Context: an optimization exercise on an open-source flow, tuned for small area. The choices shown serve that exercise and are no tape-out recipe. The RTL was checked by simulation tests, not by an equivalence proof against the original design. Power and IR drop assume default switching activity.

Design ks_out_process, start of the top module:
module ks_out_process #(
  parameter int OP_W          = ks_out_pkg::DEF_OP_W,
  parameter int LWE_COEF_W    = ks_out_pkg::DEF_LWE_COEF_W,
  parameter int CORR_W        = ks_out_pkg::DEF_CORR_W,
  parameter int LBX           = ks_out_pkg::DEF_LBX,
  parameter int LWE_K         = ks_out_pkg::DEF_LWE_K,
  parameter int BATCH_PBS_NB  = ks_out_pkg::DEF_BATCH_PBS_NB,
  parameter int USE_MEAN_COMP = ks_out_pkg::DEF_USE_MEAN_COMP
) (
  input  logic                     clk,
  input  logic                     s_rst_n,
  input  logic [LBX-1:0][OP_W-1:0] mult_data_i,
  input  logic [LBX-1:0]           mult_avail_i,
  input  logic [LBX-1:0]           mult_last_pbs_i,
  input  logic [OP_W-1:0]          body_data_i,
  input  logic                     body_vld_i,
  output logic                     body_rdy_o,
  input  logic                     restart_i,
  output logic [LWE_COEF_W-1:0]    lwe_coef_o,
  output logic [CORR_W-1:0]        lwe_corr_o,
  output logic                     lwe_vld_o,
  input  logic                     lwe_rdy_i,
  output logic                     loop_done_o,
  output logic                     ksk_rd_inc_o,
  output logic                     body_wr_o,
  output logic [OP_W-1:0]          body_wr_data_o
);
Size: about 590 flip-flops, roughly 170 I/O pins, about 22000 um^2 of cells after synthesis.
==> flow/config.mk <==
export PLATFORM = sky130hd
export DESIGN_NAME = ks_out_process
export DESIGN_NICKNAME = ks_out_process
export VERILOG_FILES = /design/flow/design.v
export SDC_FILE = /design/flow/constraint.sdc
export NUM_CORES = 4
export LEC_CHECK = 0
export CAP_MARGIN = 0
export CORE_MARGIN = 2
export CORE_UTILIZATION = 70
export PLACE_DENSITY = 0.8
export SLEW_MARGIN = 0
==> flow/constraint.sdc <==
create_clock -name core_clock -period 5.0 [get_ports {clk}]
set_input_delay 1.0000 -clock core_clock [delete_from_list [all_inputs] [get_ports {clk}]]
set_output_delay 1.0000 -clock core_clock [all_outputs]
set_load 0.01 [all_outputs]
standard.sh (not shown) runs the stock make flow with config.mk's settings and CLKGATE_MAP_FILE= SYNTH_SCRIPT=/design/flow/synth_recipe.tcl, a recipe that flattens the netlist after the stock synthesis.
==> flow/flow/run.sh <==
#!/bin/bash
# The standard layout (standard.sh), with two changes:
#  - the port buffers are plain buf_1 cells
#  - clock tree synthesis adds no dummy loads
set -euo pipefail
export BUFFER_PORTS_ARGS="-buffer_cell sky130_fd_sc_hd__buf_1"
export CTS_ARGS="-sink_clustering_enable -repair_clock_nets -sink_clustering_size 20 -sink_clustering_max_diameter 50 -buf_list sky130_fd_sc_hd__clkbuf_8 -dont_use_dummy_load"
bash standard.sh > standard.log 2>&1
The first run completed without violations.
==> next run, changes <==
==> flow/flow/run.sh (replaced) <==
#!/bin/bash
# The standard layout (standard.sh), with two changes:
#  - the port buffers are plain buf_1 cells
#  - clock tree synthesis adds no dummy loads
set -euo pipefail
export BUFFER_PORTS_ARGS="-buffer_cell sky130_fd_sc_hd__buf_1"
export CTS_ARGS="-sink_clustering_enable -repair_clock_nets -sink_clustering_size 16 -sink_clustering_max_diameter 45 -buf_list {sky130_fd_sc_hd__clkbuf_4 sky130_fd_sc_hd__clkbuf_8} -dont_use_dummy_load"
bash standard.sh > standard.log 2>&1
Settings changed: CORE_UTILIZATION 70 to 60, PLACE_DENSITY 0.8 to 0.7.
What happened: Routed wire length increases by about 3.5%. Count of clock-buffer cells in the layout increases by 12. Critical path depth decreases by 2. Total power increases by 3.2%. Die area increases by 16%.
==> next run, changes <==
==> flow/flow/run.sh (replaced) <==
#!/bin/bash
# The standard layout (standard.sh), with two changes:
#  - the port buffers are plain buf_1 cells
#  - clock tree synthesis adds no dummy loads
set -euo pipefail
export BUFFER_PORTS_ARGS="-buffer_cell sky130_fd_sc_hd__buf_1"
export CTS_ARGS="-sink_clustering_enable -repair_clock_nets -sink_clustering_size 20 -sink_clustering_max_diameter 50 -buf_list sky130_fd_sc_hd__clkbuf_8 -dont_use_dummy_load"
bash standard.sh > standard.log 2>&1
Settings changed: CAP_MARGIN 0 to 20, CTS_BUF_LIST set to sky130_fd_sc_hd__clkbuf_8, CTS_CLUSTER_DIAMETER set to 50, CTS_CLUSTER_SIZE set to 20, SLEW_MARGIN 0 to 20.
Outcome:
- The changed run finished with timing, DRC and antenna clean
- power decreases by 2.5%
- synthesized area does not change
- critical path depth is unchanged
- die area is unchanged
- maximum frequency increases by 0.81%
- cell count decreases by 0.41%
- cell area decreases by about 0.45%
- clock power decreases by 10%
- core utilization decreases by 0.30 points
- sequential share of layout area increases by 0.30 points
- routed wire length decreases by 0.90%
==> next run, changes <==
==> flow/flow/run.sh (replaced) <==
#!/bin/bash
# The standard layout (standard.sh), with two changes:
#  - the port buffers are plain buf_1 cells
#  - clock tree synthesis adds no dummy loads
set -euo pipefail
export BUFFER_PORTS_ARGS="-buffer_cell sky130_fd_sc_hd__buf_1"
export CTS_ARGS="-sink_clustering_enable -repair_clock_nets -sink_clustering_size 40 -sink_clustering_max_diameter 60 -buf_list sky130_fd_sc_hd__clkbuf_16 -dont_use_dummy_load"
bash standard.sh > standard.log 2>&1
Settings changed: CAP_MARGIN 20 to 0, CTS_BUF_LIST sky130_fd_sc_hd__clkbuf_8 to unset, CTS_CLUSTER_DIAMETER 50 to unset, CTS_CLUSTER_SIZE 20 to unset, SLEW_MARGIN 20 to 0.
The changed run went through all stages and came out clean; global-route usage barely changes; final area grows by 1.2%; via count is about the same.

==> re-timing with driven ports <==
In the flow no input, the clock included, has a driving cell. The finished layouts below were timed again as built, in two steps.
Step 1, drivers: a clkbuf_16 drives clk and a buf_2 each remaining input, both assumed.
Step 2 moves the port delays by t, midway between the first and last clock arrival at a register: inputs arrive t later, outputs are due t later. That takes back most of the time a late clock gives input paths.
a / b / c = no drivers / after step 1 / after step 2; a / b = the first two.
| run | shift t [ns] | slack for setup (ns) | slew at the worst register clock pin (ns) |
|---|---|---|---|
| the first run | 0.614 | 0.572 / 0.522 / 0.585 | 0.12 / 0.12 |
| the second run | 0.682 | 0.574 / 0.524 / 0.401 | 0.09 / 0.09 |
| the third run | 0.641 | 0.610 / 0.556 / 0.430 | 0.12 / 0.12 |
| the fourth run | 0.598 | 0.695 / 0.636 / 0.397 | 0.10 / 0.10 |
After both steps setup and hold are still met in every run listed. For the fourth run, which loses most, drivers alone change the setup slack by -0.059 ns; drivers and shift together by -0.298 ns.
